What follows belongs to an exercise in optimizing a design on an open flow for small area, a short achievable clock period and few clock cycles per item; a production flow would make more cautious choices.
Function was checked by simulation only, so behaviour that the tests miss may differ from the original.

**design/flow/config.mk**
```make
export PLATFORM = sky130hd
export DESIGN_NAME = systolic_mm_top
export DESIGN_NICKNAME = systolic_mm_top
export VERILOG_FILES = /design/flow/design.v
export SDC_FILE = /design/flow/constraint.sdc
export NUM_CORES = 4
export LEC_CHECK = 0
export CAP_MARGIN = 20
export CORE_MARGIN = 2
export CORE_UTILIZATION = 55
export CTS_CLUSTER_DIAMETER = 80
export CTS_CLUSTER_SIZE = 30
export SETUP_SLACK_MARGIN = 3.5
export SLEW_MARGIN = 20
export SYNTH_HIERARCHICAL = 1
```
**design/flow/constraint.sdc**
```tcl
create_clock -name core_clock -period 6.0 [get_ports {clk}]
set_input_delay 1.2000 -clock core_clock [delete_from_list [all_inputs] [get_ports {clk}]]
set_output_delay 1.2000 -clock core_clock [all_outputs]
set_load 0.01 [all_outputs]
```
**design/flow/design.v**
```verilog
`timescale 1ns/1ps
module dot_s0 (
    input  logic [7:0] a0, a1, a2, a3,
    input  logic [7:0] b0, b1, b2, b3,
    output logic [69:0] co
);
    logic t0;
    logic t58;
    logic t116;
    logic t232;
    logic t174;
    logic t233;
    logic t1;
    logic t8;
    logic t59;
    logic t234;
    logic t66;
    logic t117;
    logic t124;
    logic t236;
    logic t377;
    logic t175;
    logic t182;
    logic t467;
    logic t468;
    logic t378;
    logic t235;
    logic t237;
    logic t2;
    logic t9;
    logic t16;
    logic t238;
    logic t379;
    logic t60;
    logic t67;
    logic t74;
    logic t240;
    logic t118;
    logic t125;
    logic t132;
    logic t242;
    logic t176;
    logic t183;
    logic t190;
    logic t244;
    logic t381;
    logic t469;
    logic t470;
    logic t380;
    logic t382;
    logic t239;
    logic t241;
    logic t243;
    logic t383;
    logic t471;
    logic t245;
    logic t3;
    logic t10;
    logic t17;
    logic t246;
    logic t24;
    logic t61;
    logic t68;
    logic t248;
    logic t385;
    logic t75;
    logic t82;
    logic t119;
    logic t250;
    logic t126;
    logic t133;
    logic t140;
    logic t252;
    logic t177;
    logic t184;
    logic t191;
    logic t254;
    logic t387;
    logic t198;
    logic t473;
    logic t472;
    logic t474;
    logic t384;
    logic t386;
    logic t388;
    logic t475;
    logic t247;
    logic t249;
    logic t251;
    logic t389;
    logic t253;
    logic t255;
    logic t4;
    logic t11;
    logic t18;
    logic t256;
    logic t391;
    logic t25;
    logic t32;
    logic t62;
    logic t258;
    logic t69;
    logic t76;
    logic t83;
    logic t260;
    logic t90;
    logic t120;
    logic t127;
    logic t262;
    logic t393;
    logic t477;
    logic t134;
    logic t141;
    logic t148;
    logic t264;
    logic t178;
    logic t185;
    logic t192;
    logic t266;
    logic t199;
    logic t395;
    logic t206;
    logic t476;
    logic t478;
    logic t390;
    logic t392;
    logic t394;
    logic t479;
    logic t396;
    logic t257;
    logic t259;
    logic t261;
    logic t397;
    logic t263;
    logic t265;
    logic t267;
    logic t399;
    logic t481;
    logic t5;
    logic t12;
    logic t19;
    logic t268;
    logic t26;
    logic t33;
    logic t40;
    logic t270;
    logic t63;
    logic t70;
    logic t77;
    logic t272;
    logic t401;
    logic t84;
    logic t91;
    logic t98;
    logic t274;
    logic t121;
    logic t128;
    logic t135;
    logic t276;
    logic t142;
    logic t149;
    logic t156;
    logic t278;
    logic t403;
    logic t179;
    logic t186;
    logic t193;
    logic t280;
    logic t483;
    logic t200;
    logic t207;
    logic t214;
    logic t282;
    logic t480;
    logic t482;
    logic t484;
    logic t398;
    logic t400;
    logic t402;
    logic t485;
    logic t404;
    logic t269;
    logic t271;
    logic t273;
    logic t405;
    logic t275;
    logic t277;
    logic t279;
    logic t407;
    logic t487;
    logic t281;
    logic t283;
    logic t6;
    logic t13;
    logic t20;
    logic t284;
    logic t409;
    logic t27;
    logic t34;
    logic t41;
    logic t286;
    logic t47;
    logic t64;
    logic t71;
    logic t288;
    logic t78;
    logic t85;
    logic t92;
    logic t290;
    logic t411;
    logic t99;
    logic t105;
    logic t122;
    logic t292;
    logic t129;
    logic t136;
    logic t143;
    logic t294;
    logic t150;
    logic t157;
    logic t163;
    logic t296;
    logic t413;
    logic t489;
    logic t180;
    logic t187;
    logic t194;
    logic t298;
    logic t201;
    logic t208;
    logic t215;
    logic t300;
    logic t221;
    logic t415;
    logic t486;
    logic t488;
    logic t490;
    logic t406;
    logic t408;
    logic t410;
    logic t491;
    logic t412;
    logic t414;
    logic t416;
    logic t493;
    logic t285;
    logic t287;
    logic t289;
    logic t417;
    logic t291;
    logic t293;
    logic t295;
    logic t419;
    logic t297;
    logic t299;
    logic t301;
    logic t421;
    logic t495;
    logic t7;
    logic t14;
    logic t21;
    logic t302;
    logic t28;
    logic t35;
    logic t42;
    logic t304;
    logic t48;
    logic t53;
    logic t65;
    logic t306;
    logic t423;
    logic t72;
    logic t79;
    logic t86;
    logic t308;
    logic t93;
    logic t100;
    logic t106;
    logic t310;
    logic t111;
    logic t123;
    logic t130;
    logic t312;
    logic t425;
    logic t137;
    logic t144;
    logic t151;
    logic t314;
    logic t158;
    logic t164;
    logic t169;
    logic t316;
    logic t181;
    logic t188;
    logic t195;
    logic t318;
    logic t427;
    logic t497;
    logic t202;
    logic t209;
    logic t216;
    logic t320;
    logic t222;
    logic t227;
    logic t322;
    logic t499;
    logic t492;
    logic t494;
    logic t496;
    logic t498;
    logic t500;
    logic t418;
    logic t420;
    logic t422;
    logic t501;
    logic t424;
    logic t426;
    logic t428;
    logic t503;
    logic t303;
    logic t305;
    logic t307;
    logic t429;
    logic t309;
    logic t311;
    logic t313;
    logic t431;
    logic t315;
    logic t317;
    logic t319;
    logic t433;
    logic t505;
    logic t321;
    logic t323;
    logic t15;
    logic t22;
    logic t29;
    logic t324;
    logic t435;
    logic t36;
    logic t43;
    logic t49;
    logic t326;
    logic t54;
    logic t73;
    logic t80;
    logic t328;
    logic t87;
    logic t94;
    logic t101;
    logic t330;
    logic t437;
    logic t107;
    logic t112;
    logic t131;
    logic t332;
    logic t138;
    logic t145;
    logic t152;
    logic t334;
    logic t159;
    logic t165;
    logic t170;
    logic t336;
    logic t439;
    logic t507;
    logic t189;
    logic t196;
    logic t203;
    logic t338;
    logic t210;
    logic t217;
    logic t223;
    logic t340;
    logic t228;
    logic t441;
    logic t502;
    logic t504;
    logic t506;
    logic t508;
    logic t430;
    logic t432;
    logic t434;
    logic t509;
    logic t436;
    logic t438;
    logic t440;
    logic t511;
    logic t442;
    logic t325;
    logic t327;
    logic t329;
    logic t443;
    logic t331;
    logic t333;
    logic t335;
    logic t445;
    logic t513;
    logic t337;
    logic t339;
    logic t341;
    logic t447;
    logic t23;
    logic t30;
    logic t37;
    logic t342;
    logic t44;
    logic t50;
    logic t55;
    logic t344;
    logic t81;
    logic t88;
    logic t95;
    logic t346;
    logic t449;
    logic t102;
    logic t108;
    logic t113;
    logic t348;
    logic t139;
    logic t146;
    logic t153;
    logic t350;
    logic t160;
    logic t166;
    logic t171;
    logic t352;
    logic t451;
    logic t515;
    logic t197;
    logic t204;
    logic t211;
    logic t354;
    logic t218;
    logic t224;
    logic t229;
    logic t356;
    logic t517;
    logic t510;
    logic t512;
    logic t514;
    logic t516;
    logic t518;
    logic t444;
    logic t446;
    logic t448;
    logic t519;
    logic t450;
    logic t452;
    logic t343;
    logic t345;
    logic t347;
    logic t453;
    logic t521;
    logic t349;
    logic t351;
    logic t353;
    logic t455;
    logic t355;
    logic t357;
    logic t31;
    logic t38;
    logic t45;
    logic t358;
    logic t457;
    logic t51;
    logic t56;
    logic t89;
    logic t360;
    logic t96;
    logic t103;
    logic t109;
    logic t362;
    logic t114;
    logic t147;
    logic t154;
    logic t364;
    logic t459;
    logic t523;
    logic t161;
    logic t167;
    logic t172;
    logic t366;
    logic t205;
    logic t212;
    logic t219;
    logic t368;
    logic t225;
    logic t230;
    logic t370;
    logic t461;
    logic t520;
    logic t522;
    logic t524;
    logic t454;
    logic t456;
    logic t458;
    logic t525;
    logic t460;
    logic t462;
    logic t359;
    logic t361;
    logic t363;
    logic t463;
    logic t526;
    logic t365;
    logic t367;
    logic t369;
    logic t464;
    logic t371;
    logic t39;
    logic t46;
    logic t52;
    logic t372;
    logic t57;
    logic t97;
    logic t104;
    logic t373;
    logic t465;
    logic t110;
    logic t115;
    logic t155;
    logic t374;
    logic t162;
    logic t168;
    logic t173;
    logic t375;
    logic t213;
    logic t220;
    logic t226;
    logic t376;
    logic t466;
    logic t527;
    logic t231;
    assign t0 = ~(a0[0] & b0[0]);
    assign t58 = ~(a1[0] & b1[0]);
    assign t116 = ~(a2[0] & b2[0]);
    fa u_fa1 (.a(t0), .b(t58), .c(t116), .s(t232), .co(t233));
    assign t174 = ~(a3[0] & b3[0]);
    assign t1 = ~(a0[0] & b0[1]);
    assign t8 = ~(a0[1] & b0[0]);
    assign t59 = ~(a1[0] & b1[1]);
    fa u_fa2 (.a(t1), .b(t8), .c(t59), .s(t234), .co(t235));
    assign t66 = ~(a1[1] & b1[0]);
    assign t117 = ~(a2[0] & b2[1]);
    assign t124 = ~(a2[1] & b2[0]);
    fa u_fa3 (.a(t66), .b(t117), .c(t124), .s(t236), .co(t237));
    fa u_fa4 (.a(t233), .b(t234), .c(t236), .s(t377), .co(t378));
    assign t175 = ~(a3[0] & b3[1]);
    assign t182 = ~(a3[1] & b3[0]);
    fa u_fa5 (.a(t377), .b(t175), .c(t182), .s(t467), .co(t468));
    assign t2 = ~(a0[0] & b0[2]);
    assign t9 = ~(a0[1] & b0[1]);
    assign t16 = ~(a0[2] & b0[0]);
    fa u_fa6 (.a(t2), .b(t9), .c(t16), .s(t238), .co(t239));
    fa u_fa7 (.a(t235), .b(t237), .c(t238), .s(t379), .co(t380));
    assign t60 = ~(a1[0] & b1[2]);
    assign t67 = ~(a1[1] & b1[1]);
    assign t74 = ~(a1[2] & b1[0]);
    fa u_fa8 (.a(t60), .b(t67), .c(t74), .s(t240), .co(t241));
    assign t118 = ~(a2[0] & b2[2]);
    assign t125 = ~(a2[1] & b2[1]);
    assign t132 = ~(a2[2] & b2[0]);
    fa u_fa9 (.a(t118), .b(t125), .c(t132), .s(t242), .co(t243));
    assign t176 = ~(a3[0] & b3[2]);
    assign t183 = ~(a3[1] & b3[1]);
    assign t190 = ~(a3[2] & b3[0]);
    fa u_fa10 (.a(t176), .b(t183), .c(t190), .s(t244), .co(t245));
    fa u_fa11 (.a(t240), .b(t242), .c(t244), .s(t381), .co(t382));
    fa u_fa12 (.a(t378), .b(t379), .c(t381), .s(t469), .co(t470));
    fa u_fa13 (.a(t239), .b(t241), .c(t243), .s(t383), .co(t384));
    fa u_fa14 (.a(t380), .b(t382), .c(t383), .s(t471), .co(t472));
    assign t3 = ~(a0[0] & b0[3]);
    assign t10 = ~(a0[1] & b0[2]);
    assign t17 = ~(a0[2] & b0[1]);
    fa u_fa15 (.a(t3), .b(t10), .c(t17), .s(t246), .co(t247));
    assign t24 = ~(a0[3] & b0[0]);
    assign t61 = ~(a1[0] & b1[3]);
    assign t68 = ~(a1[1] & b1[2]);
    fa u_fa16 (.a(t24), .b(t61), .c(t68), .s(t248), .co(t249));
    fa u_fa17 (.a(t245), .b(t246), .c(t248), .s(t385), .co(t386));
    assign t75 = ~(a1[2] & b1[1]);
    assign t82 = ~(a1[3] & b1[0]);
    assign t119 = ~(a2[0] & b2[3]);
    fa u_fa18 (.a(t75), .b(t82), .c(t119), .s(t250), .co(t251));
    assign t126 = ~(a2[1] & b2[2]);
    assign t133 = ~(a2[2] & b2[1]);
    assign t140 = ~(a2[3] & b2[0]);
    fa u_fa19 (.a(t126), .b(t133), .c(t140), .s(t252), .co(t253));
    assign t177 = ~(a3[0] & b3[3]);
    assign t184 = ~(a3[1] & b3[2]);
    assign t191 = ~(a3[2] & b3[1]);
    fa u_fa20 (.a(t177), .b(t184), .c(t191), .s(t254), .co(t255));
    fa u_fa21 (.a(t250), .b(t252), .c(t254), .s(t387), .co(t388));
    assign t198 = ~(a3[3] & b3[0]);
    fa u_fa22 (.a(t385), .b(t387), .c(t198), .s(t473), .co(t474));
    fa u_fa23 (.a(t384), .b(t386), .c(t388), .s(t475), .co(t476));
    fa u_fa24 (.a(t247), .b(t249), .c(t251), .s(t389), .co(t390));
    assign t4 = ~(a0[0] & b0[4]);
    assign t11 = ~(a0[1] & b0[3]);
    assign t18 = ~(a0[2] & b0[2]);
    fa u_fa25 (.a(t4), .b(t11), .c(t18), .s(t256), .co(t257));
    fa u_fa26 (.a(t253), .b(t255), .c(t256), .s(t391), .co(t392));
    assign t25 = ~(a0[3] & b0[1]);
    assign t32 = ~(a0[4] & b0[0]);
    assign t62 = ~(a1[0] & b1[4]);
    fa u_fa27 (.a(t25), .b(t32), .c(t62), .s(t258), .co(t259));
    assign t69 = ~(a1[1] & b1[3]);
    assign t76 = ~(a1[2] & b1[2]);
    assign t83 = ~(a1[3] & b1[1]);
    fa u_fa28 (.a(t69), .b(t76), .c(t83), .s(t260), .co(t261));
    assign t90 = ~(a1[4] & b1[0]);
    assign t120 = ~(a2[0] & b2[4]);
    assign t127 = ~(a2[1] & b2[3]);
    fa u_fa29 (.a(t90), .b(t120), .c(t127), .s(t262), .co(t263));
    fa u_fa30 (.a(t258), .b(t260), .c(t262), .s(t393), .co(t394));
    fa u_fa31 (.a(t389), .b(t391), .c(t393), .s(t477), .co(t478));
    assign t134 = ~(a2[2] & b2[2]);
    assign t141 = ~(a2[3] & b2[1]);
    assign t148 = ~(a2[4] & b2[0]);
    fa u_fa32 (.a(t134), .b(t141), .c(t148), .s(t264), .co(t265));
    assign t178 = ~(a3[0] & b3[4]);
    assign t185 = ~(a3[1] & b3[3]);
    assign t192 = ~(a3[2] & b3[2]);
    fa u_fa33 (.a(t178), .b(t185), .c(t192), .s(t266), .co(t267));
    assign t199 = ~(a3[3] & b3[1]);
    fa u_fa34 (.a(t264), .b(t266), .c(t199), .s(t395), .co(t396));
    assign t206 = ~(a3[4] & b3[0]);
    fa u_fa35 (.a(t390), .b(t392), .c(t394), .s(t479), .co(t480));
    fa u_fa36 (.a(t257), .b(t259), .c(t261), .s(t397), .co(t398));
    fa u_fa37 (.a(t263), .b(t265), .c(t267), .s(t399), .co(t400));
    fa u_fa38 (.a(t396), .b(t397), .c(t399), .s(t481), .co(t482));
    assign t5 = ~(a0[0] & b0[5]);
    assign t12 = ~(a0[1] & b0[4]);
    assign t19 = ~(a0[2] & b0[3]);
    fa u_fa39 (.a(t5), .b(t12), .c(t19), .s(t268), .co(t269));
    assign t26 = ~(a0[3] & b0[2]);
    assign t33 = ~(a0[4] & b0[1]);
    assign t40 = ~(a0[5] & b0[0]);
    fa u_fa40 (.a(t26), .b(t33), .c(t40), .s(t270), .co(t271));
    assign t63 = ~(a1[0] & b1[5]);
    assign t70 = ~(a1[1] & b1[4]);
    assign t77 = ~(a1[2] & b1[3]);
    fa u_fa41 (.a(t63), .b(t70), .c(t77), .s(t272), .co(t273));
    fa u_fa42 (.a(t268), .b(t270), .c(t272), .s(t401), .co(t402));
    assign t84 = ~(a1[3] & b1[2]);
    assign t91 = ~(a1[4] & b1[1]);
    assign t98 = ~(a1[5] & b1[0]);
    fa u_fa43 (.a(t84), .b(t91), .c(t98), .s(t274), .co(t275));
    assign t121 = ~(a2[0] & b2[5]);
    assign t128 = ~(a2[1] & b2[4]);
    assign t135 = ~(a2[2] & b2[3]);
    fa u_fa44 (.a(t121), .b(t128), .c(t135), .s(t276), .co(t277));
    assign t142 = ~(a2[3] & b2[2]);
    assign t149 = ~(a2[4] & b2[1]);
    assign t156 = ~(a2[5] & b2[0]);
    fa u_fa45 (.a(t142), .b(t149), .c(t156), .s(t278), .co(t279));
    fa u_fa46 (.a(t274), .b(t276), .c(t278), .s(t403), .co(t404));
    assign t179 = ~(a3[0] & b3[5]);
    assign t186 = ~(a3[1] & b3[4]);
    assign t193 = ~(a3[2] & b3[3]);
    fa u_fa47 (.a(t179), .b(t186), .c(t193), .s(t280), .co(t281));
    fa u_fa48 (.a(t401), .b(t403), .c(t280), .s(t483), .co(t484));
    assign t200 = ~(a3[3] & b3[2]);
    assign t207 = ~(a3[4] & b3[1]);
    assign t214 = ~(a3[5] & b3[0]);
    fa u_fa49 (.a(t200), .b(t207), .c(t214), .s(t282), .co(t283));
    fa u_fa50 (.a(t398), .b(t400), .c(t402), .s(t485), .co(t486));
    fa u_fa51 (.a(t269), .b(t271), .c(t273), .s(t405), .co(t406));
    fa u_fa52 (.a(t275), .b(t277), .c(t279), .s(t407), .co(t408));
    fa u_fa53 (.a(t404), .b(t405), .c(t407), .s(t487), .co(t488));
    assign t6 = ~(a0[0] & b0[6]);
    assign t13 = ~(a0[1] & b0[5]);
    assign t20 = ~(a0[2] & b0[4]);
    fa u_fa54 (.a(t6), .b(t13), .c(t20), .s(t284), .co(t285));
    fa u_fa55 (.a(t281), .b(t283), .c(t284), .s(t409), .co(t410));
    assign t27 = ~(a0[3] & b0[3]);
    assign t34 = ~(a0[4] & b0[2]);
    assign t41 = ~(a0[5] & b0[1]);
    fa u_fa56 (.a(t27), .b(t34), .c(t41), .s(t286), .co(t287));
    assign t47 = ~(a0[6] & b0[0]);
    assign t64 = ~(a1[0] & b1[6]);
    assign t71 = ~(a1[1] & b1[5]);
    fa u_fa57 (.a(t47), .b(t64), .c(t71), .s(t288), .co(t289));
    assign t78 = ~(a1[2] & b1[4]);
    assign t85 = ~(a1[3] & b1[3]);
    assign t92 = ~(a1[4] & b1[2]);
    fa u_fa58 (.a(t78), .b(t85), .c(t92), .s(t290), .co(t291));
    fa u_fa59 (.a(t286), .b(t288), .c(t290), .s(t411), .co(t412));
    assign t99 = ~(a1[5] & b1[1]);
    assign t105 = ~(a1[6] & b1[0]);
    assign t122 = ~(a2[0] & b2[6]);
    fa u_fa60 (.a(t99), .b(t105), .c(t122), .s(t292), .co(t293));
    assign t129 = ~(a2[1] & b2[5]);
    assign t136 = ~(a2[2] & b2[4]);
    assign t143 = ~(a2[3] & b2[3]);
    fa u_fa61 (.a(t129), .b(t136), .c(t143), .s(t294), .co(t295));
    assign t150 = ~(a2[4] & b2[2]);
    assign t157 = ~(a2[5] & b2[1]);
    assign t163 = ~(a2[6] & b2[0]);
    fa u_fa62 (.a(t150), .b(t157), .c(t163), .s(t296), .co(t297));
    fa u_fa63 (.a(t292), .b(t294), .c(t296), .s(t413), .co(t414));
    fa u_fa64 (.a(t409), .b(t411), .c(t413), .s(t489), .co(t490));
    assign t180 = ~(a3[0] & b3[6]);
    assign t187 = ~(a3[1] & b3[5]);
    assign t194 = ~(a3[2] & b3[4]);
    fa u_fa65 (.a(t180), .b(t187), .c(t194), .s(t298), .co(t299));
    assign t201 = ~(a3[3] & b3[3]);
    assign t208 = ~(a3[4] & b3[2]);
    assign t215 = ~(a3[5] & b3[1]);
    fa u_fa66 (.a(t201), .b(t208), .c(t215), .s(t300), .co(t301));
    assign t221 = ~(a3[6] & b3[0]);
    fa u_fa67 (.a(t298), .b(t300), .c(t221), .s(t415), .co(t416));
    fa u_fa68 (.a(t406), .b(t408), .c(t410), .s(t491), .co(t492));
    fa u_fa69 (.a(t412), .b(t414), .c(t416), .s(t493), .co(t494));
    fa u_fa70 (.a(t285), .b(t287), .c(t289), .s(t417), .co(t418));
    fa u_fa71 (.a(t291), .b(t293), .c(t295), .s(t419), .co(t420));
    fa u_fa72 (.a(t297), .b(t299), .c(t301), .s(t421), .co(t422));
    fa u_fa73 (.a(t417), .b(t419), .c(t421), .s(t495), .co(t496));
    assign t7 = a0[0] & b0[7];
    assign t14 = ~(a0[1] & b0[6]);
    assign t21 = ~(a0[2] & b0[5]);
    fa u_fa74 (.a(t7), .b(t14), .c(t21), .s(t302), .co(t303));
    assign t28 = ~(a0[3] & b0[4]);
    assign t35 = ~(a0[4] & b0[3]);
    assign t42 = ~(a0[5] & b0[2]);
    fa u_fa75 (.a(t28), .b(t35), .c(t42), .s(t304), .co(t305));
    assign t48 = ~(a0[6] & b0[1]);
    assign t53 = a0[7] & b0[0];
    assign t65 = a1[0] & b1[7];
    fa u_fa76 (.a(t48), .b(t53), .c(t65), .s(t306), .co(t307));
    fa u_fa77 (.a(t302), .b(t304), .c(t306), .s(t423), .co(t424));
    assign t72 = ~(a1[1] & b1[6]);
    assign t79 = ~(a1[2] & b1[5]);
    assign t86 = ~(a1[3] & b1[4]);
    fa u_fa78 (.a(t72), .b(t79), .c(t86), .s(t308), .co(t309));
    assign t93 = ~(a1[4] & b1[3]);
    assign t100 = ~(a1[5] & b1[2]);
    assign t106 = ~(a1[6] & b1[1]);
    fa u_fa79 (.a(t93), .b(t100), .c(t106), .s(t310), .co(t311));
    assign t111 = a1[7] & b1[0];
    assign t123 = a2[0] & b2[7];
    assign t130 = ~(a2[1] & b2[6]);
    fa u_fa80 (.a(t111), .b(t123), .c(t130), .s(t312), .co(t313));
    fa u_fa81 (.a(t308), .b(t310), .c(t312), .s(t425), .co(t426));
    assign t137 = ~(a2[2] & b2[5]);
    assign t144 = ~(a2[3] & b2[4]);
    assign t151 = ~(a2[4] & b2[3]);
    fa u_fa82 (.a(t137), .b(t144), .c(t151), .s(t314), .co(t315));
    assign t158 = ~(a2[5] & b2[2]);
    assign t164 = ~(a2[6] & b2[1]);
    assign t169 = a2[7] & b2[0];
    fa u_fa83 (.a(t158), .b(t164), .c(t169), .s(t316), .co(t317));
    assign t181 = a3[0] & b3[7];
    assign t188 = ~(a3[1] & b3[6]);
    assign t195 = ~(a3[2] & b3[5]);
    fa u_fa84 (.a(t181), .b(t188), .c(t195), .s(t318), .co(t319));
    fa u_fa85 (.a(t314), .b(t316), .c(t318), .s(t427), .co(t428));
    fa u_fa86 (.a(t423), .b(t425), .c(t427), .s(t497), .co(t498));
    assign t202 = ~(a3[3] & b3[4]);
    assign t209 = ~(a3[4] & b3[3]);
    assign t216 = ~(a3[5] & b3[2]);
    fa u_fa87 (.a(t202), .b(t209), .c(t216), .s(t320), .co(t321));
    assign t222 = ~(a3[6] & b3[1]);
    assign t227 = a3[7] & b3[0];
    assign t322 = ~(t222 ^ t227);
    assign t499 = ~(t320 ^ t322);
    assign t500 = t320 | t322;
    fa u_fa88 (.a(t418), .b(t420), .c(t422), .s(t501), .co(t502));
    fa u_fa89 (.a(t424), .b(t426), .c(t428), .s(t503), .co(t504));
    fa u_fa90 (.a(t303), .b(t305), .c(t307), .s(t429), .co(t430));
    fa u_fa91 (.a(t309), .b(t311), .c(t313), .s(t431), .co(t432));
    fa u_fa92 (.a(t315), .b(t317), .c(t319), .s(t433), .co(t434));
    fa u_fa93 (.a(t429), .b(t431), .c(t433), .s(t505), .co(t506));
    assign t323 = t222 | t227;
    assign t15 = a0[1] & b0[7];
    assign t22 = ~(a0[2] & b0[6]);
    assign t29 = ~(a0[3] & b0[5]);
    fa u_fa94 (.a(t15), .b(t22), .c(t29), .s(t324), .co(t325));
    fa u_fa95 (.a(t321), .b(t323), .c(t324), .s(t435), .co(t436));
    assign t36 = ~(a0[4] & b0[4]);
    assign t43 = ~(a0[5] & b0[3]);
    assign t49 = ~(a0[6] & b0[2]);
    fa u_fa96 (.a(t36), .b(t43), .c(t49), .s(t326), .co(t327));
    assign t54 = a0[7] & b0[1];
    assign t73 = a1[1] & b1[7];
    assign t80 = ~(a1[2] & b1[6]);
    fa u_fa97 (.a(t54), .b(t73), .c(t80), .s(t328), .co(t329));
    assign t87 = ~(a1[3] & b1[5]);
    assign t94 = ~(a1[4] & b1[4]);
    assign t101 = ~(a1[5] & b1[3]);
    fa u_fa98 (.a(t87), .b(t94), .c(t101), .s(t330), .co(t331));
    fa u_fa99 (.a(t326), .b(t328), .c(t330), .s(t437), .co(t438));
    assign t107 = ~(a1[6] & b1[2]);
    assign t112 = a1[7] & b1[1];
    assign t131 = a2[1] & b2[7];
    fa u_fa100 (.a(t107), .b(t112), .c(t131), .s(t332), .co(t333));
    assign t138 = ~(a2[2] & b2[6]);
    assign t145 = ~(a2[3] & b2[5]);
    assign t152 = ~(a2[4] & b2[4]);
    fa u_fa101 (.a(t138), .b(t145), .c(t152), .s(t334), .co(t335));
    assign t159 = ~(a2[5] & b2[3]);
    assign t165 = ~(a2[6] & b2[2]);
    assign t170 = a2[7] & b2[1];
    fa u_fa102 (.a(t159), .b(t165), .c(t170), .s(t336), .co(t337));
    fa u_fa103 (.a(t332), .b(t334), .c(t336), .s(t439), .co(t440));
    fa u_fa104 (.a(t435), .b(t437), .c(t439), .s(t507), .co(t508));
    assign t189 = a3[1] & b3[7];
    assign t196 = ~(a3[2] & b3[6]);
    assign t203 = ~(a3[3] & b3[5]);
    fa u_fa105 (.a(t189), .b(t196), .c(t203), .s(t338), .co(t339));
    assign t210 = ~(a3[4] & b3[4]);
    assign t217 = ~(a3[5] & b3[3]);
    assign t223 = ~(a3[6] & b3[2]);
    fa u_fa106 (.a(t210), .b(t217), .c(t223), .s(t340), .co(t341));
    assign t228 = a3[7] & b3[1];
    fa u_fa107 (.a(t338), .b(t340), .c(t228), .s(t441), .co(t442));
    fa u_fa108 (.a(t430), .b(t432), .c(t434), .s(t509), .co(t510));
    fa u_fa109 (.a(t436), .b(t438), .c(t440), .s(t511), .co(t512));
    fa u_fa110 (.a(t325), .b(t327), .c(t329), .s(t443), .co(t444));
    fa u_fa111 (.a(t331), .b(t333), .c(t335), .s(t445), .co(t446));
    fa u_fa112 (.a(t442), .b(t443), .c(t445), .s(t513), .co(t514));
    fa u_fa113 (.a(t337), .b(t339), .c(t341), .s(t447), .co(t448));
    assign t23 = a0[2] & b0[7];
    assign t30 = ~(a0[3] & b0[6]);
    assign t37 = ~(a0[4] & b0[5]);
    fa u_fa114 (.a(t23), .b(t30), .c(t37), .s(t342), .co(t343));
    assign t44 = ~(a0[5] & b0[4]);
    assign t50 = ~(a0[6] & b0[3]);
    assign t55 = a0[7] & b0[2];
    fa u_fa115 (.a(t44), .b(t50), .c(t55), .s(t344), .co(t345));
    assign t81 = a1[2] & b1[7];
    assign t88 = ~(a1[3] & b1[6]);
    assign t95 = ~(a1[4] & b1[5]);
    fa u_fa116 (.a(t81), .b(t88), .c(t95), .s(t346), .co(t347));
    fa u_fa117 (.a(t342), .b(t344), .c(t346), .s(t449), .co(t450));
    assign t102 = ~(a1[5] & b1[4]);
    assign t108 = ~(a1[6] & b1[3]);
    assign t113 = a1[7] & b1[2];
    fa u_fa118 (.a(t102), .b(t108), .c(t113), .s(t348), .co(t349));
    assign t139 = a2[2] & b2[7];
    assign t146 = ~(a2[3] & b2[6]);
    assign t153 = ~(a2[4] & b2[5]);
    fa u_fa119 (.a(t139), .b(t146), .c(t153), .s(t350), .co(t351));
    assign t160 = ~(a2[5] & b2[4]);
    assign t166 = ~(a2[6] & b2[3]);
    assign t171 = a2[7] & b2[2];
    fa u_fa120 (.a(t160), .b(t166), .c(t171), .s(t352), .co(t353));
    fa u_fa121 (.a(t348), .b(t350), .c(t352), .s(t451), .co(t452));
    fa u_fa122 (.a(t447), .b(t449), .c(t451), .s(t515), .co(t516));
    assign t197 = a3[2] & b3[7];
    assign t204 = ~(a3[3] & b3[6]);
    assign t211 = ~(a3[4] & b3[5]);
    fa u_fa123 (.a(t197), .b(t204), .c(t211), .s(t354), .co(t355));
    assign t218 = ~(a3[5] & b3[4]);
    assign t224 = ~(a3[6] & b3[3]);
    assign t229 = a3[7] & b3[2];
    fa u_fa124 (.a(t218), .b(t224), .c(t229), .s(t356), .co(t357));
    assign t517 = ~(t354 ^ t356);
    assign t518 = t354 | t356;
    fa u_fa125 (.a(t444), .b(t446), .c(t448), .s(t519), .co(t520));
    fa u_fa126 (.a(t343), .b(t345), .c(t347), .s(t453), .co(t454));
    fa u_fa127 (.a(t450), .b(t452), .c(t453), .s(t521), .co(t522));
    fa u_fa128 (.a(t349), .b(t351), .c(t353), .s(t455), .co(t456));
    assign t31 = a0[3] & b0[7];
    assign t38 = ~(a0[4] & b0[6]);
    assign t45 = ~(a0[5] & b0[5]);
    fa u_fa129 (.a(t31), .b(t38), .c(t45), .s(t358), .co(t359));
    fa u_fa130 (.a(t355), .b(t357), .c(t358), .s(t457), .co(t458));
    assign t51 = ~(a0[6] & b0[4]);
    assign t56 = a0[7] & b0[3];
    assign t89 = a1[3] & b1[7];
    fa u_fa131 (.a(t51), .b(t56), .c(t89), .s(t360), .co(t361));
    assign t96 = ~(a1[4] & b1[6]);
    assign t103 = ~(a1[5] & b1[5]);
    assign t109 = ~(a1[6] & b1[4]);
    fa u_fa132 (.a(t96), .b(t103), .c(t109), .s(t362), .co(t363));
    assign t114 = a1[7] & b1[3];
    assign t147 = a2[3] & b2[7];
    assign t154 = ~(a2[4] & b2[6]);
    fa u_fa133 (.a(t114), .b(t147), .c(t154), .s(t364), .co(t365));
    fa u_fa134 (.a(t360), .b(t362), .c(t364), .s(t459), .co(t460));
    fa u_fa135 (.a(t455), .b(t457), .c(t459), .s(t523), .co(t524));
    assign t161 = ~(a2[5] & b2[5]);
    assign t167 = ~(a2[6] & b2[4]);
    assign t172 = a2[7] & b2[3];
    fa u_fa136 (.a(t161), .b(t167), .c(t172), .s(t366), .co(t367));
    assign t205 = a3[3] & b3[7];
    assign t212 = ~(a3[4] & b3[6]);
    assign t219 = ~(a3[5] & b3[5]);
    fa u_fa137 (.a(t205), .b(t212), .c(t219), .s(t368), .co(t369));
    assign t225 = ~(a3[6] & b3[4]);
    assign t230 = a3[7] & b3[3];
    fa u_fa138 (.a(t225), .b(t230), .c(1'b0), .s(t370), .co(t371));
    fa u_fa139 (.a(t366), .b(t368), .c(t370), .s(t461), .co(t462));
    assign t525 = t454 ^ t456 ^ t458;
    assign t463 = t359 ^ t361 ^ t363;
    assign t526 = t460 ^ t462 ^ t463;
    assign t464 = t365 ^ t367 ^ t369;
    assign t39 = a0[4] & b0[7];
    assign t46 = ~(a0[5] & b0[6]);
    assign t52 = ~(a0[6] & b0[5]);
    assign t372 = t39 ^ t46 ^ t52;
    assign t57 = a0[7] & b0[4];
    assign t97 = a1[4] & b1[7];
    assign t104 = ~(a1[5] & b1[6]);
    assign t373 = t57 ^ t97 ^ t104;
    assign t465 = t371 ^ t372 ^ t373;
    assign t110 = ~(a1[6] & b1[5]);
    assign t115 = a1[7] & b1[4];
    assign t155 = a2[4] & b2[7];
    assign t374 = t110 ^ t115 ^ t155;
    assign t162 = ~(a2[5] & b2[6]);
    assign t168 = ~(a2[6] & b2[5]);
    assign t173 = a2[7] & b2[4];
    assign t375 = t162 ^ t168 ^ t173;
    assign t213 = a3[4] & b3[7];
    assign t220 = ~(a3[5] & b3[6]);
    assign t226 = ~(a3[6] & b3[5]);
    assign t376 = t213 ^ t220 ^ t226;
    assign t466 = t374 ^ t375 ^ t376;
    assign t527 = t464 ^ t465 ^ t466;
    assign t231 = a3[7] & b3[4];
    assign co[0] = t232;
    assign co[1] = t174;
    assign co[2] = t467;
    assign co[3] = t468;
    assign co[4] = t469;
    assign co[5] = t470;
    assign co[6] = t471;
    assign co[7] = t473;
    assign co[8] = t472;
    assign co[9] = t474;
    assign co[10] = t475;
    assign co[11] = t477;
    assign co[12] = t395;
    assign co[13] = t206;
    assign co[14] = t476;
    assign co[15] = t478;
    assign co[16] = t479;
    assign co[17] = t481;
    assign co[18] = t483;
    assign co[19] = t282;
    assign co[20] = t480;
    assign co[21] = t482;
    assign co[22] = t484;
    assign co[23] = t485;
    assign co[24] = t487;
    assign co[25] = t489;
    assign co[26] = t415;
    assign co[27] = t486;
    assign co[28] = t488;
    assign co[29] = t490;
    assign co[30] = t491;
    assign co[31] = t493;
    assign co[32] = t495;
    assign co[33] = t497;
    assign co[34] = t499;
    assign co[35] = t492;
    assign co[36] = t494;
    assign co[37] = t496;
    assign co[38] = t498;
    assign co[39] = t500;
    assign co[40] = t501;
    assign co[41] = t503;
    assign co[42] = t505;
    assign co[43] = t507;
    assign co[44] = t441;
    assign co[45] = t502;
    assign co[46] = t504;
    assign co[47] = t506;
    assign co[48] = t508;
    assign co[49] = t509;
    assign co[50] = t511;
    assign co[51] = t513;
    assign co[52] = t515;
    assign co[53] = t517;
    assign co[54] = t510;
    assign co[55] = t512;
    assign co[56] = t514;
    assign co[57] = t516;
    assign co[58] = t518;
    assign co[59] = t519;
    assign co[60] = t521;
    assign co[61] = t523;
    assign co[62] = t461;
    assign co[63] = t520;
    assign co[64] = t522;
    assign co[65] = t524;
    assign co[66] = t525;
    assign co[67] = t526;
    assign co[68] = t527;
    assign co[69] = t231;
endmodule
module dot_s1 (
    input  logic [69:0] ci,
    output logic [24:0] co
);
    logic t528;
    logic t529;
    logic t530;
    logic t532;
    logic t566;
    logic t567;
    logic t531;
    logic t533;
    logic t534;
    logic t568;
    logic t536;
    logic t590;
    logic t591;
    logic t569;
    logic t535;
    logic t537;
    logic t538;
    logic t570;
    logic t540;
    logic t592;
    logic t593;
    logic t571;
    logic t539;
    logic t541;
    logic t542;
    logic t572;
    logic t544;
    logic t574;
    logic t594;
    logic t595;
    logic t573;
    logic t575;
    logic t543;
    logic t545;
    logic t546;
    logic t576;
    logic t596;
    logic t548;
    logic t550;
    logic t578;
    logic t597;
    logic t577;
    logic t579;
    logic t547;
    logic t549;
    logic t551;
    logic t580;
    logic t598;
    logic t552;
    logic t554;
    logic t556;
    logic t582;
    logic t599;
    logic t581;
    logic t583;
    logic t553;
    logic t555;
    logic t557;
    logic t584;
    logic t600;
    logic t558;
    logic t560;
    logic t562;
    logic t586;
    logic t601;
    logic t585;
    logic t587;
    logic t559;
    logic t561;
    logic t563;
    logic t588;
    logic t602;
    logic t564;
    logic t565;
    logic t589;
    fa u_fa140 (.a(ci[5]), .b(ci[6]), .c(ci[7]), .s(t528), .co(t529));
    fa u_fa141 (.a(ci[8]), .b(ci[9]), .c(ci[10]), .s(t530), .co(t531));
    fa u_fa142 (.a(ci[11]), .b(ci[12]), .c(ci[13]), .s(t532), .co(t533));
    fa u_fa143 (.a(t529), .b(t530), .c(t532), .s(t566), .co(t567));
    fa u_fa144 (.a(ci[14]), .b(ci[15]), .c(ci[16]), .s(t534), .co(t535));
    fa u_fa145 (.a(t531), .b(t533), .c(t534), .s(t568), .co(t569));
    fa u_fa146 (.a(ci[17]), .b(ci[18]), .c(ci[19]), .s(t536), .co(t537));
    fa u_fa147 (.a(t567), .b(t568), .c(t536), .s(t590), .co(t591));
    fa u_fa148 (.a(ci[20]), .b(ci[21]), .c(ci[22]), .s(t538), .co(t539));
    fa u_fa149 (.a(t535), .b(t537), .c(t538), .s(t570), .co(t571));
    fa u_fa150 (.a(ci[23]), .b(ci[24]), .c(ci[25]), .s(t540), .co(t541));
    fa u_fa151 (.a(t569), .b(t570), .c(t540), .s(t592), .co(t593));
    fa u_fa152 (.a(ci[27]), .b(ci[28]), .c(ci[29]), .s(t542), .co(t543));
    fa u_fa153 (.a(t539), .b(t541), .c(t542), .s(t572), .co(t573));
    fa u_fa154 (.a(ci[30]), .b(ci[31]), .c(ci[32]), .s(t544), .co(t545));
    fa u_fa155 (.a(t544), .b(ci[33]), .c(ci[34]), .s(t574), .co(t575));
    fa u_fa156 (.a(t571), .b(t572), .c(t574), .s(t594), .co(t595));
    fa u_fa157 (.a(ci[35]), .b(ci[36]), .c(ci[37]), .s(t546), .co(t547));
    fa u_fa158 (.a(t543), .b(t545), .c(t546), .s(t576), .co(t577));
    fa u_fa159 (.a(t573), .b(t575), .c(t576), .s(t596), .co(t597));
    fa u_fa160 (.a(ci[38]), .b(ci[39]), .c(ci[40]), .s(t548), .co(t549));
    fa u_fa161 (.a(ci[41]), .b(ci[42]), .c(ci[43]), .s(t550), .co(t551));
    fa u_fa162 (.a(t548), .b(t550), .c(ci[44]), .s(t578), .co(t579));
    fa u_fa163 (.a(t547), .b(t549), .c(t551), .s(t580), .co(t581));
    fa u_fa164 (.a(t577), .b(t579), .c(t580), .s(t598), .co(t599));
    fa u_fa165 (.a(ci[45]), .b(ci[46]), .c(ci[47]), .s(t552), .co(t553));
    fa u_fa166 (.a(ci[48]), .b(ci[49]), .c(ci[50]), .s(t554), .co(t555));
    fa u_fa167 (.a(ci[51]), .b(ci[52]), .c(ci[53]), .s(t556), .co(t557));
    fa u_fa168 (.a(t552), .b(t554), .c(t556), .s(t582), .co(t583));
    fa u_fa169 (.a(t553), .b(t555), .c(t557), .s(t584), .co(t585));
    fa u_fa170 (.a(t581), .b(t583), .c(t584), .s(t600), .co(t601));
    fa u_fa171 (.a(ci[54]), .b(ci[55]), .c(ci[56]), .s(t558), .co(t559));
    fa u_fa172 (.a(ci[57]), .b(ci[58]), .c(ci[59]), .s(t560), .co(t561));
    fa u_fa173 (.a(ci[60]), .b(ci[61]), .c(ci[62]), .s(t562), .co(t563));
    fa u_fa174 (.a(t558), .b(t560), .c(t562), .s(t586), .co(t587));
    assign t588 = t559 ^ t561 ^ t563;
    assign t602 = t585 ^ t587 ^ t588;
    assign t564 = ci[63] ^ ci[64] ^ ci[65];
    assign t565 = ci[66] ^ ci[67] ^ ci[68];
    assign t589 = t564 ^ t565 ^ ci[69];
    assign co[0] = ci[0];
    assign co[1] = ci[1];
    assign co[2] = ci[2];
    assign co[3] = ci[3];
    assign co[4] = ci[4];
    assign co[5] = t528;
    assign co[6] = t566;
    assign co[7] = t590;
    assign co[8] = t591;
    assign co[9] = t592;
    assign co[10] = ci[26];
    assign co[11] = t593;
    assign co[12] = t594;
    assign co[13] = t595;
    assign co[14] = t596;
    assign co[15] = t578;
    assign co[16] = t597;
    assign co[17] = t598;
    assign co[18] = t582;
    assign co[19] = t599;
    assign co[20] = t600;
    assign co[21] = t586;
    assign co[22] = t601;
    assign co[23] = t602;
    assign co[24] = t589;
endmodule
module dot_s2 (
    input  logic [24:0] ci,
    output logic [7:0] res
);
    logic t603;
    logic t604;
    logic t605;
    logic t606;
    logic t607;
    logic t608;
    logic t609;
    logic t610;
    logic t611;
    logic t612;
    logic t613;
    logic t614;
    logic t615;
    logic t616;
    logic t617;
    assign t603 = ~(ci[0] ^ ci[1]);
    assign t604 = ci[0] | ci[1];
    assign t605 = ~(ci[3] ^ ci[4]);
    assign t606 = ci[3] | ci[4];
    fa u_fa175 (.a(ci[8]), .b(ci[9]), .c(ci[10]), .s(t607), .co(t608));
    assign t609 = ~(ci[11] ^ ci[12]);
    assign t610 = ci[11] | ci[12];
    fa u_fa176 (.a(ci[13]), .b(ci[14]), .c(ci[15]), .s(t611), .co(t612));
    fa u_fa177 (.a(ci[16]), .b(ci[17]), .c(ci[18]), .s(t613), .co(t614));
    fa u_fa178 (.a(ci[19]), .b(ci[20]), .c(ci[21]), .s(t615), .co(t616));
    assign t617 = ci[22] ^ ci[23] ^ ci[24];
    logic [11:0] r0, r1, s;
    assign r0 = {~t616, ~t614, ~t612, ~t610, ~t608, ~t607, ~ci[7], ~ci[6], ~t606, ~t605, ~t604, ~t603};
    assign r1 = {~t617, ~t615, ~t613, ~t611, ~t609, 1'b0, 1'b0, 1'b0, ~ci[5], 1'b0, ~ci[2], 1'b0};
    assign s = r0 + r1;
    assign res = s[11:4];
endmodule
`timescale 1ns/1ps
module fa (
    input  logic a,
    input  logic b,
    input  logic c,
    output logic s,
    output logic co
);
    assign s  = a ^ b ^ c;
    assign co = (a & b) | (a & c) | (b & c);
endmodule
module ha (
    input  logic a,
    input  logic b,
    output logic s,
    output logic co
);
    assign s  = a ^ b;
    assign co = a & b;
endmodule
`timescale 1ns/1ps
module systolic_mm_top (
    input  logic                  clk,
    input  logic                  rst,
    input  logic                  in_valid,
    input  logic [8-1:0] in_data,
    output logic                  out_valid,
    output logic [8-1:0] out_data,
    output logic                  busy,
    output logic                  done
);
    localparam int LAT = 3;
    logic       acc_en;   
    logic [4:0] cnt;      
    logic       cv;       
    logic [3:0] n;        
    logic       take;
    logic       vq;       
    logic [4:0] iq;       
    logic       rot;
    logic [LAT-1:0] vp;   
    logic [LAT-1:0] lp;   
    logic [LAT:0] lpx;    
    assign take = in_valid && acc_en;
    assign lpx  = {lp, cv && n == 4'd15};
    assign rot  = cv && (n[3:2] != 2'd0 || n[1:0] == 2'd3);
    always_ff @(posedge clk or negedge rst) begin
        if (!rst) begin
            acc_en <= 1'b1;
            cnt    <= '0;
            cv     <= 1'b0;
            n      <= '0;
            vq     <= 1'b0;
            iq     <= '0;
            vp     <= '0;
            lp     <= '0;
            busy   <= 1'b0;
        end else begin
            vq <= take;
            iq <= cnt;
            if (take) begin
                cnt <= cnt + 5'd1;
                if (cnt == 5'd31) acc_en <= 1'b0;
            end
            if (lpx[LAT-1]) acc_en <= 1'b1;  
            if (take && cnt[4:2] == 3'b111) begin
                cv <= 1'b1;
                n  <= {2'b00, cnt[1:0]};
            end else if (rot && n != 4'd15) begin
                cv <= 1'b1;
                n  <= n + 4'd1;
            end else begin
                cv <= 1'b0;
            end
            vp <= LAT'({vp, cv});
            lp <= lpx[LAT-1:0];
            if (take && cnt == 5'd0) busy <= 1'b1;
            else if (done)           busy <= 1'b0;
        end
    end
    assign out_valid = vp[LAT-1];
    assign done      = lp[LAT-1];
    logic [31:0] ar0, ar1, ar2, ar3;    
    logic [7:0] bq    [16];
    logic shift_a;
    assign shift_a = (vq && !iq[4] && iq[1:0] == 2'd0 && iq[3:2] != 2'd0) || (cv && n[1:0] == 2'd3);
    always_ff @(posedge clk) begin
        if (shift_a) begin
            ar0 <= ar1;
            ar1 <= ar2;
            ar2 <= ar3;
        end
        for (int k = 0; k < 4; k++) begin
            if (vq && !iq[4] && iq[1:0] == 2'(k)) ar3[8*k +: 8] <= bq[0];
        end
    end
    always_ff @(posedge clk) begin
        bq[0] <= rot ? bq[3] : in_data;
        if (rot) begin
            for (int r = 0; r < 4; r++) begin
                bq[4*r+1] <= bq[4*r];
                bq[4*r+2] <= bq[4*r+1];
                bq[4*r+3] <= bq[4*r+2];
            end
            bq[4]  <= bq[7];
            bq[8]  <= bq[11];
            bq[12] <= bq[15];
        end else if (vq && iq[4]) begin
            for (int p = 1; p < 16; p++) bq[p] <= bq[p-1];
        end
    end
    logic [7:0] ta [4];
    logic [7:0] tb [4];
    logic [7:0] res;
    always_comb begin
        for (int k = 0; k < 4; k++) ta[k] = ar0[8*k +: 8];
    end
    always_comb begin
        for (int k = 0; k < 4; k++) tb[k] = bq[12 - 4*k];
    end
    logic [69:0] c0_d, c0_q;
    dot_s0 u_s0 (.a0(ta[0]), .a1(ta[1]), .a2(ta[2]), .a3(ta[3]), .b0(tb[0]), .b1(tb[1]), .b2(tb[2]), .b3(tb[3]), .co(c0_d));
    always_ff @(posedge clk) c0_q <= c0_d;
    logic [24:0] c1_d, c1_q;
    dot_s1 u_s1 (.ci(c0_q), .co(c1_d));
    always_ff @(posedge clk) c1_q <= c1_d;
    dot_s2 u_s2 (.ci(c1_q), .res(res));
    always_ff @(posedge clk) out_data <= res;
endmodule
```
**design/flow/run.sh**
```bash
#!/bin/bash
# synth_recipe.tcl (not shown) runs the flow's synth.tcl, then flattens the netlist and writes it again
# the make line also repeats each setting of config.mk as NAME=value (left out here)
make -C /OpenROAD-flow-scripts/flow DESIGN_CONFIG=/design/flow/config.mk WORK_HOME=/design/flow/orfs CLKGATE_MAP_FILE= SYNTH_SCRIPT=/design/flow/synth_recipe.tcl finish
```
==> results.txt, run 1 <==
WHS Path Cells=0; cts hold-fix bufs=0; layout cells sized above 1=about an eighth; slowest CP cell=edfxtp_1; GRT Util Overall=19.74%; Seq/Total Area, Yosys=between 50% and 60%; vias=7607; Inst Count DP=1389; RD Place Congestion=0.8086; IO Count=22; clock root cell=clkbuf_16; first-pass GRT wire length=47980 um; fin nets=1249; initial antenna violation count=1; Max Cap Viol=0; Final Critical Period=roughly 2.4 ns; CTS H-tree depth=1; Seq cells post-synth=383; Synth async-reset ratio=6.266%; Reg clk slew, reported paths=0.10 ns; clk latency of the worst-skew pair=around 0.53 ns; Worst slew margin=between 40% and 50%; Non-Filler Instances=1455; reg2reg end=c0_q[67]$_DFF_P_; Critical Path Start=bq[8][3]$_DFFE_PP_; status=timing/DRC/antenna clean; Sinks on Clock Net=383; Distinct cells, synth=48; hold_sp=c0_q[1]$_DFF_P_; Syn Std Cell Area=17230 sq um; Site Rows=64; Worst setup SP type=flip-flop; CTS max path bufs=3; Starting Density=56.04%; Worst path max stage delay=approximately 0.56 ns; RSZ-0062 raised after global routing=true; worst setup path end=c0_q[67]$_DFF_P_; most used cell, CP=xnor2_1; worst path bufs/invs=0; P&R area growth vs syn=5.213%; Fmax=approximately 0.41 GHz; Synth Net Count=approximately 1300; Avg Cell Area, Syn=16.03 sq um; R2R depth=6; Worst R2R Start=bq[8][3]$_DFFE_PP_; Pre-Repair DR Iteration Count=5; final worst slack=3.551 ns; die area=32760 sq um; WL final=30620 um; crit-path leading delay family=adder cells; Final Max Tran Viols=0; Final Cycle Share=40.82%; antenna-violating nets left=0; Die W=181.0 um; # setup viols final=0; Post-synth EDFFs=248; core area=slightly above 30000 sq um; Worst Clk Skew=approximately 0.018 ns; Detailed Route Iter0 Violations=518; TritonCTS clock tree=done; Mapped Cells=1075; Port Buffers=21; WP data arrival=2.88 ns; die span in y=181.0 um; synth warn=13; Vias/cell=5.228; Final Hold Viols=0; aggregate global routing overflow=0; critical path peak fanout=9; Stages on worst setup path=6; mean routed wirelength per cell=~21 um; critical-path cell list=and2_1 -> fa_1 -> fa_1 -> xnor2_1 -> xnor2_1 -> xnor2_1; Fill cells=between 2000 and 2500; largest net degree at the start of global routing=97; Slew @ Worst Pin=0.7778 ns; pre-CTS setup slack=3.041 ns; dpl hpwl=21280 um; vias in the first global route=8259; DRC viols=0; CP Capture Type=flip-flop; Setup TNS Final=0 ns; CTS Buf Count=18; WP data required=6.43 ns; CP Class=reg2reg; Hold Path Class=reg2reg; Synth Flop Type=edfxtp_1; reg2reg setup slack=3.55 ns
## synthesized netlist by cell type, types with 4 or more instances
cell type,number,area (sq um)
a21oi_1,5,25.02
and2_1,35,219.0
buf_2,6,30.03
buf_4,95,713.2
dfrtp_1,23,575.6
dfxtp_1,111,2222
edfxtp_1,248,7447
fa_1,178,3563
ha_1,14,175.2
inv_1,23,86.33
mux2_2,4,45.04
mux2_4,29,435.4
nand2_1,207,777.0
nor2_1,5,18.77
xnor2_1,29,254.0
xnor3_1,4,90.09
xor2_1,11,96.34
## cell usage in the layout, fill, tap and decap left out, types with 2 or more instances in the layout
master / count
edfxtp_1: 248
nand2_1: 204
fa_1: 177
dfxtp_1: 104
and2_1: 35
mux2_4: 29
xnor2_1: 29
buf_4: 26
inv_1: 23
dfrtp_1: 23
clkbuf_16: 19
ha_1: 14
xor2_1: 11
dlygate4sd2_1: 11
clkdlybuf4s50_1: 9
buf_12: 7
dfxtp_2: 6
clkbuf_1: 6
nor2_1: 5
a21oi_1: 5
mux2_2: 4
nand2_4: 4
xnor3_1: 4
nand2_8: 3
and3_1: 3
nand4_1: 3
a21o_1: 3
o31ai_2: 3
nor4bb_1: 2
nand3_1: 2
o21ai_0: 2
nand2_2: 2
inv_6: 2
## cell families after synthesis
group	share of synthesized area, %
flops	59.60
simple gates	7.123
fa+ha+maj	21.69
buf+inv	5.228
xor+xnor	2.650
mux	2.846
compound gates	0.8350
other cells	0.02176
## worst min-delay path by stage
stage | to
after CTS | c1_q[1]$_DFF_P_
final | c1_q[1]$_DFF_P_
after detailed placement | c1_q[1]$_DFF_P_
after global routing | c1_q[3]$_DFF_P_
after floorplan | lp[1]$_DFF_PN0_
after global placement | c1_q[1]$_DFF_P_
## metrics by stage
step | util, % | area [sq um] | hold slack, ns
after global placement | 55.88 | 17180 | 0.3130
final | 58.96 | 18130 | 0.3339
after global routing | 58.96 | 18130 | 0.3457
after detailed placement | 55.88 | 17180 | 0.3121
after floorplan | - | 17260 | 0.3312
after CTS | 58.03 | 17840 | 0.3358
## state kept, by name (all words and copies together) (netlist names)
signal	flops
acc_en	1
bq	128
ar1	32
cv	1
iq	5
ar0	32
vp	3
n	4
ar2	32
lp	3
ar3	32
cnt	5
busy	1
out_data	8
c1_q	25
vq	1
c0_q	70
## metal layers
metal	vias up	wire length, um	track usage [%]
met5	-	0	0
met4	0	770	4.976
met3	41	948	1.935
met2	148	15380	33.48
met1	3997	13530	27.90
li1	3421	-	-
## layout make-up
class                      instances  area, sq um  share of cell area [%]
sequential                       383        10280                   56.71
clock buffer                      25        498.0                   2.747
multi-input combinational        565         6147                   33.90
inverter                          23        86.33                  0.4762
timing repair buffer              55        538.0                   2.967
tap                              396        495.5                   2.733
antenna                            1        2.502                 0.01380
clock inverter                     7        81.33                  0.4486
## per-module statistics from Yosys (local to each module, per instance)
module           flip-flops and latches  cells inside
dot_s0                                0           345
dot_s1                                0            32
dot_s2                                0            50
fa                                    0             1
systolic_mm_top                     383           470
## what timing repair did
item                                   in CTS  in global routing
setup endpoints to repair                 272                161
gates resized for setup                    20                  6
pin swaps                                   1                  3
endpoints found under the hold margin       0                  0
setup buffers                               6                 24
gates cloned                                1                  2
Testbench counts, summed over its fixed seeds: cycles 9,032, jobs 192.
==> run 2: changes to the inputs <==
--- a/design/flow/config.mk
+++ b/design/flow/config.mk
@@ -9,3 +9,3 @@
 export CORE_MARGIN = 2
-export CORE_UTILIZATION = 55
+export CORE_UTILIZATION = 65
 export CTS_CLUSTER_DIAMETER = 80
==> run 2 against run 1 <==
Largest cell class unchanged; non-clock buffer count increased by 14; wire length is 1.7% higher; via count grew 3.3%; cell area hardly changed.
==> results.txt, run 2 <==
Die W=166.8 um (-7.8%); Worst Clk Skew=0.03336 ns (+0.01555 ns); Post-synth EDFFs=248 (unchanged); P&R area growth vs syn=5.148% (about the same); Vias/cell=5.584 (+6.8%); final worst slack=3.521 ns (-0.02991 ns); WP data arrival=2.89 ns (about the same); WHS Path Cells=0 (unchanged); first-pass GRT wire length=47840 um (-0.30%); IO Count=22 (unchanged); Hold Path Class=reg2reg; Reg clk slew, reported paths=0.11 ns (about the same); Site Rows=59 (-7.8%); layout cells sized above 1=12.51% (+0.79 points); Sinks on Clock Net=383 (unchanged); antenna-violating nets left=0 (unchanged); Hold Slack=0.3381 ns (+0.004203 ns); Starting Density=66.13% (+10 points); Inst Count DP=1329 (-4.3%); Slew @ Worst Pin=0.8018 ns (+0.02401 ns); aggregate global routing overflow=0 (unchanged); Final Max Tran Viols=0 (unchanged); Critical Path Start=bq[12][3]$_DFFE_PP_; Setup TNS Final=0 ns (unchanged); Fmax=0.4033 GHz (-1.2%); CTS H-tree depth=1 (unchanged); mean routed wirelength per cell=22.13 um (+5.2%); cts hold-fix bufs=0 (unchanged); Synth async-reset ratio=6.266% (unchanged); CTS Buf Count=17 (-1); Yosys top cell area share=43.21% (unchanged); RSZ-0062 raised after global routing=true; vias in the first global route=8446 (+2.3%); reg2reg end=c0_q[61]$_DFF_P_; most frequent cells in the layout=edfxtp_1, nand2_1, fa_1; hold_sp=c0_q[3]$_DFF_P_; # setup viols final=0 (unchanged); CP Capture Type=flip-flop; dpl hpwl=21370 um (+0.44%); Worst R2R Start=bq[12][3]$_DFFE_PP_; most used cell, CP=fa_1; CTS max path bufs=3 (unchanged); Pre-Repair DR Iteration Count=5 (unchanged); die span in y=166.8 um (-7.8%); Max Cap Viol=0 (unchanged); clk latency of the worst-skew pair=0.53 ns (about the same); DRC viols=0 (unchanged); slowest CP cell=fa_1; Final Cycle Share=41.32% (+0.50 points); commonest non-fill, non-tap cell in the layout=edfxtp_1; Synth Net Count=1278 (unchanged); most frequent cell after synthesis=edfxtp_1; reg2reg setup slack=3.52 ns (-0.03 ns); Final Hold Viols=0 (unchanged); largest net degree at the start of global routing=97 (unchanged); Seq/Total Area, Yosys=59.60% (unchanged); RD Place Congestion=0.8357 (+3.4%); pre-CTS setup slack=3.012 ns (-0.02919 ns); Detailed Route Iter0 Violations=624 (+20%); Avg Cell Area, Syn=16.03 sq um (unchanged); Fill cells=1737 (-27%); die area=27830 sq um (-15%); Final Critical Period=2.479 ns (+0.02991 ns); WP data required=6.41 ns (-0.02 ns); core area=26060 sq um (-15%); Largest register FFs=128 (unchanged); Commonest cells post-synth=edfxtp_1, nand2_1, fa_1; footprint of the multi-input gates=6158 sq um (+0.18%); status=timing/DRC/antenna clean; WL final=31140 um (+1.7%); Register Area=10280 sq um (about the same); Worst setup SP type=flip-flop; Synth Flop Type=edfxtp_1; R2R depth=4 (-2); clock root cell=clkbuf_16; Non-Filler Instances=1407 (-3.3%); initial antenna violation count=0 (-1); Mapped Cells=1075 (unchanged); Worst slew margin=46.19% (-1.6 points); critical path peak fanout=9 (unchanged); synth warn=13 (unchanged); Hold Path Sink=c1_q[3]$_DFF_P_; Syn Std Cell Area=17230 sq um (unchanged); Biggest register=bq; Port Buffers=21 (unchanged); Largest regs=bq: 128 flops, c0_q: 70 flops; TritonCTS clock tree=done; synth top area cells=edfxtp_1, fa_1, dfxtp_1; Worst path max stage delay=0.61 ns (+0.05 ns); vias=7857 (+3.3%); critical-path cell list=and2_1 -> fa_1 -> fa_1 -> fa_1; fin nets=1263 (+1.1%); Seq cells post-synth=383 (unchanged); GRT Util Overall=23.07% (+3.3 points); Synth area leader=edfxtp_1; CP Class=reg2reg; Distinct cells, synth=48 (unchanged)
## run 2: changes by cell type in the layout (fill, tap and decap cells not counted), moves of 2 or more
| cell | delta |
|---|---|
| bufinv_16 | +2 |
| buf_4 | +14 |
| clkbuf_1 | +2 |
| buf_12 | -2 |
| clkbuf_16 | -2 |
## run 2: how the worst max path moves through the flow
stage                     depth (start not counted)                  end  slack (ns)
after detailed placement                          5  bq[12][5]$_DFFE_PP_        3.01
after CTS                                         4     c0_q[61]$_DFF_P_        3.50
after floorplan                                   5  bq[10][0]$_DFFE_PP_        3.59
after global routing                              6     c0_q[67]$_DFF_P_        3.47
after global placement                            5  bq[13][1]$_DFFE_PP_        3.19
final                                             4     c0_q[61]$_DFF_P_        3.52
## run 2: modules after synthesis (local to each module, per instance)
| module | cells inside | area, sq um |
|---|---|---|
| systolic_mm_top | 470 | 11170 |
| dot_s0 | 345 | 1819 |
| dot_s2 | 50 | 387.9 |
| dot_s1 | 32 | 290.3 |
| fa | 1 | 20.02 |
## run 2: stage by stage
stage / cell area [sq um] / util, %
final: 18120 / 69.53
after global routing: 18120 / 69.53
after CTS: 17830 / 68.42
after detailed placement: 17120 / 65.68
after global placement: 17120 / 65.68
after floorplan: 17260 / -
## run 2: repair_timing
item,CTS,global route
cloned,1,3
setup endpoints to repair,269,149
pin swaps,2,5
resized for setup,19,7
buffers inserted,15,28
## run 2: metal layers
layer | vias to the layer above | global-route usage, % | routed length [um]
li1 | 3449 | - | -
met1 | 4111 | 31.91 | 12860
met2 | 228 | 38.41 | 15650
met3 | 69 | 2.780 | 1364
met4 | 0 | 8.733 | 1264
met5 | - | 0 | 0
## run 2: final cells by class
| class | count | share of cell area [%] |
|---|---|---|
| clock buffer | 25 | 2.513 |
| tap | 335 | 2.313 |
| timing repair buffer | 69 | 3.418 |
| inverter | 23 | 0.4765 |
| antenna | 1 | 0.01381 |
| sequential | 383 | 56.74 |
| clock inverter | 5 | 0.5386 |
| multi-input combinational | 566 | 33.99 |
## run 2: critical path: cells and delay by family (launching register included)
kind / cells / cell delay [ns]
adders and majority gates: 3 / 1.52
and+or+nand+nor: 1 / 0.26
DFF: 1 / 0.58
## run 2: cells by family (layout without fill, tap and decap cells)
kind of cell	Yosys count	count (layout)	synth area share, %
DFF	383	383	59.60
and+or+nand+nor	272	276	7.123
adders and majority gates	192	192	21.69
buffers and inverters	130	122	5.228
xor gates and xnor gates	45	45	2.650
muxes	34	34	2.846
AOI/OAI and AO/OA	18	18	0.8350
other	1	2	0.02176

-- afterwards: timing with drivers on the ports --
Ports are ideal in the flow. The routed layouts listed here were re-timed in OpenROAD. Step 1 (the two cells are an assumption about what drives the block):
set clk [get_ports {clk}]
set_driving_cell -lib_cell sky130_fd_sc_hd__clkbuf_16 $clk
set_driving_cell -lib_cell sky130_fd_sc_hd__buf_2 [delete_from_list [all_inputs] $clk]
Step 2 times the ports against the registers' clock, not the clock port: input delays grow and output delays shrink by t, the midpoint of the rising clock arrivals with the driver on. Three values: ideal, step 1, step 2; two values: the first two.
run	shift t [ns]	setup WS [ns]	worst hold slack (ns)	clock arrival spread, ns	worst data-port slew with drivers (ns)
run 1	0.575	3.551 / 3.551 / 3.332	0.334 / 0.334 / 0.334	0.018 / 0.017	0.04
run 2	0.566	3.521 / 3.521 / 3.323	0.338 / 0.338 / 0.338	0.033 / 0.033	0.05
After both steps every run listed still meets setup and hold. The setup slack of run 1, which loses most, moves by 0.000 ns with the drivers and by -0.219 ns with both steps.
